From an optimization exercise on the open Yosys and OpenROAD flow, aimed at small area, a short achievable clock period and few clock cycles per item; shortcuts taken in it are not production practice. Where RTL was checked, it was by simulation tests only, not by an equivalence proof against the original.

==> 08-03 <==
==> flow/design.v <==
package alu_pkg;
  localparam int OP_BITS = 12;
  localparam int OP_ADD = 0;
  localparam int OP_SUB = 1;
  localparam int OP_MUL = 2;
  localparam int OP_DIV = 3;
  localparam int OP_SHR = 4;
  localparam int OP_SHL = 5;
  localparam int OP_ROR = 6;
  localparam int OP_ROL = 7;
  localparam int OP_AND = 8;
  localparam int OP_OR  = 9;
  localparam int OP_NEG = 10;
  localparam int OP_NOT = 11;
  function automatic logic onehot_ok(input logic [OP_BITS-1:0] c);
    onehot_ok = (c != '0) && ((c & (c - 12'd1)) == '0);
  endfunction
endpackage
module bit_len31 (
  input  logic [30:0] y,
  output logic [5:0]  len
);
  always_comb begin
    len = 6'd0;
    for (int i = 0; i < 31; i++)
      if (y[i]) len = 6'(i + 1);
  end
endmodule
module multicycle_alu #(
  parameter int WIDTH         = 32,
  parameter bit SIGNED_MULDIV = 1'b1
) (
  input  logic               clk,
  input  logic               clr,
  input  logic               start,
  input  logic [alu_pkg::OP_BITS-1:0] CONTROL,
  input  logic [WIDTH-1:0]   A,
  input  logic [WIDTH-1:0]   B,
  output logic [WIDTH-1:0]   ZLO,
  output logic [WIDTH-1:0]   ZHI,
  output logic               busy,
  output logic               done,
  output logic               div_by_zero,
  output logic               illegal_op
);
  localparam logic [2:0] S_IDLE  = 3'd0;
  localparam logic [2:0] S_MUL   = 3'd1;
  localparam logic [2:0] S_MFF   = 3'd2;
  localparam logic [2:0] S_DABS  = 3'd3;
  localparam logic [2:0] S_DNORM = 3'd4;
  localparam logic [2:0] S_DIV   = 3'd5;
  localparam logic [2:0] S_FIXQ  = 3'd6;
  localparam logic [2:0] S_FIXR  = 3'd7;
  logic [2:0]  state;
  logic [31:0] a_q, b_q;
  logic [11:0] op_q;
  logic        legal_q;
  logic        pend;
  logic [5:0]  cnt;
  logic [1:0]  mlen_q;
  logic        nq, nr;
  logic [5:0]  k_q;
  logic        seen;
  logic        xs_a, xs_na, xs_hi, xs_sh, xs_nhi, xs_nlo;
  logic        c_one, c_two, c_neg, c_cin;
  logic        acc;
  logic        legal_in, mul_in, div_in, neg_amt, b_zero;
  logic        dz_q;
  logic [5:0]  k_in;
  logic [5:0]  lena, lenb;
  assign acc = start && !busy;
  always_comb begin
    legal_in = alu_pkg::onehot_ok(CONTROL);
    mul_in   = legal_in && CONTROL[alu_pkg::OP_MUL];
    b_zero   = (B == '0);
    div_in   = legal_in && CONTROL[alu_pkg::OP_DIV] && !b_zero && (k_in != 6'd0);
    neg_amt  = CONTROL[alu_pkg::OP_ROL] || CONTROL[alu_pkg::OP_SHL];
  end
  bit_len31 u_lena (.y(A[30:0] ^ {31{A[31]}}), .len(lena));
  bit_len31 u_lenb (.y(B[30:0] ^ {31{B[31]}}), .len(lenb));
  logic [6:0] k_raw;
  logic [5:0] k;
  always_comb begin
    k_raw = {1'b0, lena} + {6'd0, A[31]} + 7'd1 - {1'b0, lenb};
    if (k_raw[6])             k_in = 6'd0;
    else if (k_raw[5:0] > 32) k_in = 6'd32;
    else                      k_in = k_raw[5:0];
    k = k_q;
  end
  logic [4:0]  rot_amt;
  logic [5:0]  thr;
  logic [31:0] rot, tmask, rlo, rhi;
  always_comb begin
    if (state == S_DNORM) begin
      rot_amt = k[4:0];
      thr     = k;
    end else begin
      rot_amt = b_q[4:0];
      thr     = (op_q[alu_pkg::OP_SHL] && b_q[4:0] == 5'd0) ? 6'd32 : {1'b0, b_q[4:0]};
    end
    rot = a_q;
    if (rot_amt[0]) rot = {rot[0],    rot[31:1]};
    if (rot_amt[1]) rot = {rot[1:0],  rot[31:2]};
    if (rot_amt[2]) rot = {rot[3:0],  rot[31:4]};
    if (rot_amt[3]) rot = {rot[7:0],  rot[31:8]};
    if (rot_amt[4]) rot = {rot[15:0], rot[31:16]};
    for (int j = 0; j < 32; j++) tmask[j] = (thr <= 6'(31 - j));
    rlo = rot & tmask;
    rhi = rot & ~tmask;
  end
  logic [33:0] e_x, e_y, sum, bext;
  logic [31:0] hi_sh;
  logic        ok;
  always_comb begin
    bext  = {{2{b_q[31]}}, b_q};
    hi_sh = {ZHI[30:0], ZLO[31]};
    e_x   = ({34{xs_a}}   & {2'b00, a_q})
          | ({34{xs_na}}  & ~{2'b00, a_q})
          | ({34{xs_hi}}  & {{2{ZHI[31]}}, ZHI})
          | ({34{xs_sh}}  & {2'b00, hi_sh})
          | ({34{xs_nhi}} & ~{2'b00, ZHI})
          | ({34{xs_nlo}} & ~{2'b00, ZLO});
    e_y   = (({34{c_one}} & bext) | ({34{c_two}} & {bext[32:0], 1'b0})) ^ {34{c_neg}};
    sum   = e_x + e_y + {33'd0, c_cin};
    ok    = !sum[33];
  end
  logic        big;
  logic [31:0] one_res;
  always_comb begin
    big = |b_q[31:5];
    one_res = sum[31:0];
    if (op_q[alu_pkg::OP_AND])      one_res = a_q & b_q;
    else if (op_q[alu_pkg::OP_OR])  one_res = a_q | b_q;
    else if (op_q[alu_pkg::OP_SHR]) one_res = big ? '0 : rlo;
    else if (op_q[alu_pkg::OP_SHL]) one_res = big ? '0 : rhi;
    else if (op_q[alu_pkg::OP_ROR] || op_q[alu_pkg::OP_ROL]) one_res = rot;
  end
  logic [2:0] nstate;
  logic       fin;        
  logic       pre_fin;    
  logic       mul_last;   
  always_comb begin
    nstate   = state;
    fin      = 1'b0;
    pre_fin  = 1'b0;
    mul_last = (cnt[1:0] == 2'd3) && (cnt[3:2] == mlen_q);
    case (state)
      S_MUL: begin
        if (mul_last) begin
          if (mlen_q == 2'd3) begin nstate = S_IDLE; fin = 1'b1; end
          else nstate = S_MFF;
        end
        pre_fin = (mlen_q == 2'd3 && cnt[3:0] == 4'd14) ||
                  (mlen_q == 2'd2 && cnt[3:0] == 4'd11);
      end
      S_MFF: begin
        if (cnt[3:2] == 2'd3) begin nstate = S_IDLE; fin = 1'b1; end
        pre_fin = (cnt[3:2] == 2'd2);
      end
      S_DABS: nstate = S_DNORM;
      S_DNORM: begin
        if (k == 6'd0) begin
          if (nq)      nstate = S_FIXQ;
          else if (nr) nstate = S_FIXR;
          else begin nstate = S_IDLE; fin = 1'b1; end
          pre_fin = nq ^ nr;
        end else begin
          nstate  = S_DIV;
          pre_fin = (k == 6'd1) && !nq && !nr;
        end
      end
      S_DIV: begin
        if (cnt == 6'd1) begin
          if (nq)      nstate = S_FIXQ;
          else if (nr) nstate = S_FIXR;
          else begin nstate = S_IDLE; fin = 1'b1; end
          pre_fin = nq ^ nr;
        end else begin
          pre_fin = (cnt == 6'd2) && !nq && !nr;
        end
      end
      S_FIXQ: begin
        if (nr) nstate = S_FIXR;
        else begin nstate = S_IDLE; fin = 1'b1; end
        pre_fin = nr;
      end
      S_FIXR: begin nstate = S_IDLE; fin = 1'b1; end
      default: ;
    endcase
  end
  always_ff @(posedge clk) begin
    if (clr) begin
      state       <= S_IDLE;
      pend        <= 1'b0;
      busy        <= 1'b0;
      done        <= 1'b0;
      seen        <= 1'b0;
      div_by_zero <= 1'b0;
      illegal_op  <= 1'b0;
    end else begin
      state <= nstate;
      done  <= fin;
      if (fin || pend) seen <= 1'b1;
      if (pre_fin || fin) busy <= 1'b0;
      if (fin) begin
        div_by_zero <= 1'b0;
        illegal_op  <= 1'b0;
      end
      if (pend) begin
        done <= 1'b1;
        if (!legal_q) begin
          illegal_op  <= 1'b1;
          div_by_zero <= 1'b0;
          if (!seen) begin
            ZLO <= sum[31:0];
            ZHI <= '0;
          end
        end else if (op_q[alu_pkg::OP_DIV]) begin
          ZLO         <= {32{dz_q}};
          ZHI         <= a_q;
          div_by_zero <= dz_q;
          illegal_op  <= 1'b0;
        end else begin
          ZLO         <= one_res;
          ZHI         <= '0;
          div_by_zero <= 1'b0;
          illegal_op  <= 1'b0;
        end
      end
      case (state)
        S_MUL: begin
          ZHI <= sum[33:2];
          ZLO <= {sum[1:0], ZLO[31:2]};
        end
        S_MFF: begin
          ZHI <= {{8{ZHI[31]}}, ZHI[31:8]};
          ZLO <= {ZHI[7:0], ZLO[31:8]};
        end
        S_DNORM: begin
          ZHI <= rlo;
          ZLO <= rhi;
        end
        S_DIV: begin
          ZHI <= ok ? sum[31:0] : hi_sh;
          ZLO <= {ZLO[30:0], ok};
        end
        S_FIXQ: ZLO <= sum[31:0];
        S_FIXR: ZHI <= sum[31:0];
        default: ;
      endcase
      pend <= acc && !mul_in && !div_in;
      if (acc) begin
        state <= mul_in ? S_MUL : (div_in ? (A[31] ? S_DABS : S_DNORM) : S_IDLE);
        busy  <= mul_in || div_in;
      end
    end
  end
  always_ff @(posedge clk) begin
    op_q    <= CONTROL;
    legal_q <= legal_in;
    if (!busy) begin
      a_q    <= A;
      b_q    <= {B[31:5], neg_amt ? 5'd0 - B[4:0] : B[4:0]};
      k_q    <= k_in;
      dz_q   <= b_zero;
      mlen_q <= lena[4:3];
      nq     <= A[31] ^ B[31];
      nr     <= A[31];
    end else if (state == S_DABS) begin
      a_q <= sum[31:0];
    end else begin
      a_q <= {2'b00, a_q[31:2]};
    end
    if (!busy) cnt <= '0;
    else case (state)
      S_MUL:   cnt <= cnt + 6'd1;
      S_MFF:   cnt <= cnt + 6'd4;
      S_DNORM: cnt <= k;
      S_DIV:   cnt <= cnt - 6'd1;
      default: cnt <= '0;
    endcase
    xs_a <= 1'b0; xs_na <= 1'b0; xs_hi <= 1'b0; xs_sh <= 1'b0;
    xs_nhi <= 1'b0; xs_nlo <= 1'b0;
    c_one <= 1'b0; c_two <= 1'b0; c_neg <= 1'b0; c_cin <= 1'b0;
    if (!busy) begin
      if (!legal_in) begin
      end else if (CONTROL[alu_pkg::OP_MUL]) begin
        c_one <= A[0];
        c_two <= A[1] & !A[0];
        c_neg <= A[1];
        c_cin <= A[1];
      end else if (CONTROL[alu_pkg::OP_NEG] || CONTROL[alu_pkg::OP_DIV]) begin
        xs_na <= 1'b1;
        c_cin <= 1'b1;
      end else if (CONTROL[alu_pkg::OP_NOT]) begin
        xs_na <= 1'b1;
      end else begin
        xs_a  <= 1'b1;
        c_one <= 1'b1;
        c_neg <= CONTROL[alu_pkg::OP_SUB];
        c_cin <= CONTROL[alu_pkg::OP_SUB];
      end
    end else begin
      case (nstate)
        S_MUL: begin
          xs_hi <= 1'b1;
          c_one <= a_q[2] ^ a_q[1];
          c_two <= (a_q[3] & !a_q[2] & !a_q[1]) | (!a_q[3] & a_q[2] & a_q[1]);
          c_neg <= a_q[3];
          c_cin <= a_q[3];
        end
        S_DIV: begin
          xs_sh <= 1'b1;
          c_one <= 1'b1;
          c_neg <= !b_q[31];
          c_cin <= !b_q[31];
        end
        S_FIXQ: begin
          xs_nlo <= 1'b1;
          c_cin  <= 1'b1;
        end
        S_FIXR: begin
          xs_nhi <= 1'b1;
          c_cin  <= 1'b1;
        end
        default: ;
      endcase
    end
  end
endmodule
==> flow/run.sh <==
#!/bin/bash
# synth_recipe.tcl (not shown) runs the flow's synth.tcl, then flattens the netlist and writes it again
# the make line also repeats each setting of config.mk as NAME=value (left out here)
make -C /OpenROAD-flow-scripts/flow DESIGN_CONFIG=/design/flow/config.mk WORK_HOME=/design/flow/orfs CLKGATE_MAP_FILE= SYNTH_SCRIPT=/design/flow/synth_recipe.tcl finish
==> flow/config.mk <==
export PLATFORM = sky130hd
export DESIGN_NAME = multicycle_alu
export DESIGN_NICKNAME = multicycle_alu
export VERILOG_FILES = /design/flow/design.v
export SDC_FILE = /design/flow/constraint.sdc
export NUM_CORES = 4
export LEC_CHECK = 0
export CAP_MARGIN = 20
export CORE_MARGIN = 2
export CORE_UTILIZATION = 60
export SETUP_SLACK_MARGIN = 1.8
export SLEW_MARGIN = 20
==> flow/constraint.sdc <==
create_clock -name core_clock -period 5.5 [get_ports {clk}]
set_input_delay 1.1000 -clock core_clock [delete_from_list [all_inputs] [get_ports {clk}]]
set_output_delay 1.1000 -clock core_clock [all_outputs]
set_load 0.01 [all_outputs]
==> inputs of 07-21, as changes to 08-03 <==
--- a/flow/design.v
+++ b/flow/design.v
@@ -47,3 +47,2 @@
   localparam logic [2:0] S_MUL   = 3'd1;
-  localparam logic [2:0] S_MFF   = 3'd2;
   localparam logic [2:0] S_DABS  = 3'd3;
@@ -59,5 +58,3 @@
   logic [5:0]  cnt;
-  logic [1:0]  mlen_q;
   logic        nq, nr;
-  logic [5:0]  k_q;
   logic        seen;
@@ -65,2 +62,4 @@
   logic        c_one, c_two, c_neg, c_cin;
+  logic        c_dbl, c_ff;    
+  logic [3:0]  zrem_q;         
   logic        acc;
@@ -78,2 +77,10 @@
   end
+  logic        swap;
+  logic [31:0] mplier;
+  logic [5:0]  mlen_in;
+  always_comb begin
+    swap    = CONTROL[alu_pkg::OP_MUL] && (lenb < lena);
+    mplier  = swap ? B : A;
+    mlen_in = swap ? lenb : lena;
+  end
   bit_len31 u_lena (.y(A[30:0] ^ {31{A[31]}}), .len(lena));
@@ -87,3 +94,3 @@
     else                      k_in = k_raw[5:0];
-    k = k_q;
+    k = cnt;
   end
@@ -140,3 +147,5 @@
   logic       pre_fin;    
-  logic       mul_last;   
+  logic [5:0] rem_n;      
+  logic [4:0] nb;         
+  logic       nd_one, nd_two, nd_neg, nd_dbl, nd_ff;
   always_comb begin
@@ -145,15 +154,14 @@
     pre_fin  = 1'b0;
-    mul_last = (cnt[1:0] == 2'd3) && (cnt[3:2] == mlen_q);
+    rem_n  = cnt - (c_ff ? 6'd4 : (c_dbl ? 6'd2 : 6'd1));
+    nb     = c_ff ? a_q[11:7] : (c_dbl ? a_q[7:3] : a_q[5:1]);
+    nd_one = nb[1] ^ nb[0];
+    nd_two = (nb[2] & !nb[1] & !nb[0]) | (!nb[2] & nb[1] & nb[0]);
+    nd_neg = nb[2];
+    nd_ff  = (rem_n <= {2'b00, zrem_q}) && (rem_n >= 6'd4);
+    nd_dbl = !nd_ff && (rem_n >= 6'd2) && (nb[4] == nb[3]) && (nb[3] == nb[2]);
     case (state)
       S_MUL: begin
-        if (mul_last) begin
-          if (mlen_q == 2'd3) begin nstate = S_IDLE; fin = 1'b1; end
-          else nstate = S_MFF;
-        end
-        pre_fin = (mlen_q == 2'd3 && cnt[3:0] == 4'd14) ||
-                  (mlen_q == 2'd2 && cnt[3:0] == 4'd11);
-      end
-      S_MFF: begin
-        if (cnt[3:2] == 2'd3) begin nstate = S_IDLE; fin = 1'b1; end
-        pre_fin = (cnt[3:2] == 2'd2);
+        if (rem_n == 6'd0) begin nstate = S_IDLE; fin = 1'b1; end
+        pre_fin = (rem_n == 6'd1) || (rem_n == 6'd2 && nd_dbl) ||
+                  (rem_n == 6'd4 && nd_ff);
       end
@@ -231,8 +239,12 @@
         S_MUL: begin
-          ZHI <= sum[33:2];
-          ZLO <= {sum[1:0], ZLO[31:2]};
-        end
-        S_MFF: begin
-          ZHI <= {{8{ZHI[31]}}, ZHI[31:8]};
-          ZLO <= {ZHI[7:0], ZLO[31:8]};
+          if (c_ff) begin
+            ZHI <= {{8{ZHI[31]}}, ZHI[31:8]};
+            ZLO <= {ZHI[7:0], ZLO[31:8]};
+          end else if (c_dbl) begin
+            ZHI <= {{2{sum[33]}}, sum[33:4]};
+            ZLO <= {sum[3:0], ZLO[31:4]};
+          end else begin
+            ZHI <= sum[33:2];
+            ZLO <= {sum[1:0], ZLO[31:2]};
+          end
         end
@@ -261,7 +273,5 @@
     if (!busy) begin
-      a_q    <= A;
-      b_q    <= {B[31:5], neg_amt ? 5'd0 - B[4:0] : B[4:0]};
-      k_q    <= k_in;
+      a_q    <= mplier;
+      b_q    <= swap ? A : {B[31:5], neg_amt ? 5'd0 - B[4:0] : B[4:0]};
       dz_q   <= b_zero;
-      mlen_q <= lena[4:3];
       nq     <= A[31] ^ B[31];
@@ -271,11 +281,13 @@
     end else begin
-      a_q <= {2'b00, a_q[31:2]};
+      if (c_ff)       a_q <= {{8{a_q[31]}}, a_q[31:8]};
+      else if (c_dbl) a_q <= {{4{a_q[31]}}, a_q[31:4]};
+      else            a_q <= {{2{a_q[31]}}, a_q[31:2]};
     end
-    if (!busy) cnt <= '0;
-    else case (state)
-      S_MUL:   cnt <= cnt + 6'd1;
-      S_MFF:   cnt <= cnt + 6'd4;
-      S_DNORM: cnt <= k;
+    if (!busy) begin
+      cnt    <= CONTROL[alu_pkg::OP_MUL] ? 6'd16 : k_in;
+      zrem_q <= 4'(6'd16 - ((mlen_in + 6'd2) >> 1));
+    end else case (state)
+      S_MUL:   cnt <= rem_n;
       S_DIV:   cnt <= cnt - 6'd1;
-      default: cnt <= '0;
+      default: ;
     endcase
@@ -284,2 +296,3 @@
     c_one <= 1'b0; c_two <= 1'b0; c_neg <= 1'b0; c_cin <= 1'b0;
+    c_dbl <= 1'b0; c_ff <= 1'b0;
     if (!busy) begin
@@ -287,6 +300,7 @@
       end else if (CONTROL[alu_pkg::OP_MUL]) begin
-        c_one <= A[0];
-        c_two <= A[1] & !A[0];
-        c_neg <= A[1];
-        c_cin <= A[1];
+        c_one <= mplier[0];
+        c_two <= mplier[1] & !mplier[0];
+        c_neg <= mplier[1];
+        c_cin <= mplier[1];
+        c_dbl <= (mplier[3] == mplier[2]) && (mplier[2] == mplier[1]);
       end else if (CONTROL[alu_pkg::OP_NEG] || CONTROL[alu_pkg::OP_DIV]) begin
@@ -306,6 +320,8 @@
           xs_hi <= 1'b1;
-          c_one <= a_q[2] ^ a_q[1];
-          c_two <= (a_q[3] & !a_q[2] & !a_q[1]) | (!a_q[3] & a_q[2] & a_q[1]);
-          c_neg <= a_q[3];
-          c_cin <= a_q[3];
+          c_one <= nd_one;
+          c_two <= nd_two;
+          c_neg <= nd_neg;
+          c_cin <= nd_neg;
+          c_dbl <= nd_dbl;
+          c_ff  <= nd_ff;
         end
Settings changed: ABC_AREA set to 1, CORE_UTILIZATION 60 to 45, SETUP_SLACK_MARGIN 1.8 to not set.
==> inputs of 03-24, as changes to 08-03 <==
--- a/flow/design.v
+++ b/flow/design.v
@@ -66,5 +66,3 @@
   logic        acc;
-  logic        legal_in, mul_in, div_in, neg_amt, b_zero;
-  logic        dz_q;
-  logic [5:0]  k_in;
+  logic        legal_in, mul_in, div_in, neg_amt;
   logic [5:0]  lena, lenb;
@@ -74,4 +72,3 @@
     mul_in   = legal_in && CONTROL[alu_pkg::OP_MUL];
-    b_zero   = (B == '0);
-    div_in   = legal_in && CONTROL[alu_pkg::OP_DIV] && !b_zero && (k_in != 6'd0);
+    div_in   = legal_in && CONTROL[alu_pkg::OP_DIV] && (B != '0);
     neg_amt  = CONTROL[alu_pkg::OP_ROL] || CONTROL[alu_pkg::OP_SHL];
@@ -81,3 +78,3 @@
   logic [6:0] k_raw;
-  logic [5:0] k;
+  logic [5:0] k_in, k;
   always_comb begin
@@ -218,5 +215,5 @@
         end else if (op_q[alu_pkg::OP_DIV]) begin
-          ZLO         <= {32{dz_q}};
+          ZLO         <= '1;
           ZHI         <= a_q;
-          div_by_zero <= dz_q;
+          div_by_zero <= 1'b1;
           illegal_op  <= 1'b0;
@@ -264,3 +261,2 @@
       k_q    <= k_in;
-      dz_q   <= b_zero;
       mlen_q <= lena[4:3];
Settings changed: CORE_UTILIZATION 60 to 40, SETUP_SLACK_MARGIN 1.8 to not set.
==> qor summary <==
| metric | 08-03 | 03-24 | 07-21 |
|---|---|---|---|
| Status | stopped before the end | timing/DRC/antenna clean | timing/DRC/antenna clean |
| Stage where the flow stopped | global routing (5_1_grt) | - | - |
| Post-route ant nets | - | 0 | 0 |
| Count of flip-flops with a built-in enable after synthesis | 107 | 106 | 110 |
| Final setup viols | - | 0 | 0 |
| Initial core utilization | 60.7% | 40.5% | 45.6% |
| Met2 wirelength from detailed routing | - | 45100 µm | 51400 µm |
| Largest stage delay on the critical path | - | 0.48 ns | 0.38 ns |
| Combined flip-flop and latch cell area | - | 4490 µm² | 4510 µm² |
| TritonCTS clock tree | - | built | built |
| Fraction of standard cell area that is sequential | - | 20.0% | 18.2% |
| Number of different library cells in the post-synthesis netlist | 95 | 90 | 63 |
| Instance area at placement | 23800 µm² | 21800 µm² | 23900 µm² |
| Post-route minimum period | - | 5.25 ns | 5.30 ns |
| Die width | 193 µm | 221 µm | 218 µm |
| Number of cells after detailed placement | 3386 | 3182 | 4023 |
| Post CTS Setup Buffer Count | 80 | 0 | 1 |
| Multi-input combinational cell count | - | 1992 | 2444 |
| Capturing instance or port of the critical path | - | ZHI[31]$_DFFE_PP_ | state[1]$_SDFF_PP0_ |
| Insertion delay to the later sink of the worst-skew pair | - | 0.52 ns | 0.55 ns |
| Post-synthesis share of cell area spent on and, or, nand and nor gates | 19.0% | 18.0% | 23.5% |
| Hold-critical path depth | - | 2 | 2 |
| Layout cell share with drive strength beyond 1 | - | 11.9% | 11.1% |
| Worst Setup Path Type | - | flip-flop to flip-flop | input pin to flip-flop |
| Layout buffering overhead excluding clock cells | - | 13.0% | 13.4% |
| Slowest cell on crit path | - | nor2_1 | fa_2 |
| Logic depth of the worst setup path including buffers | - | 14 | 32 |
Testbench counts of 03-24, summed over its fixed seeds: cycles 48,966, ops 8,000.
Function not checked in 08-03 and 07-21: the RTL went through the layout flow alone.

[static timing again, ports no longer ideal]
In the flow no input, the clock included, has a driving cell. The finished layouts below were timed again as built, in two steps. Step 1 (the two cells are an assumption about what drives the block):
set clk [get_ports {clk}]
set_driving_cell -lib_cell sky130_fd_sc_hd__clkbuf_16 $clk
set_driving_cell -lib_cell sky130_fd_sc_hd__buf_2 [delete_from_list [all_inputs] $clk]
Step 2 moves the port delays by t, midway between the first and last clock arrival at a register: inputs arrive t later, outputs are due t later. That takes back most of the time a late clock gives input paths. a / b / c = ideal ports / drivers / drivers and shift; a / b = the first two.
run | shift t [ns] | slack for setup (ns) | hold slack, ns | worst setup path after step 2 | worst data-port slew with drivers (ns)
07-21 | 0.588 | 0.196 / 0.234 / -0.354 | 0.471 / 0.471 / 0.471 | input to register | 0.05
03-24 | 0.576 | 0.251 / 0.251 / -0.181 | 0.457 / 0.457 / 0.457 | input to register | 0.07
Met with ideal ports but missed after step 2: setup timing in 07-21 and 03-24. The setup slack of 07-21, which loses most, moves by +0.038 ns with the drivers and by -0.550 ns with both steps.
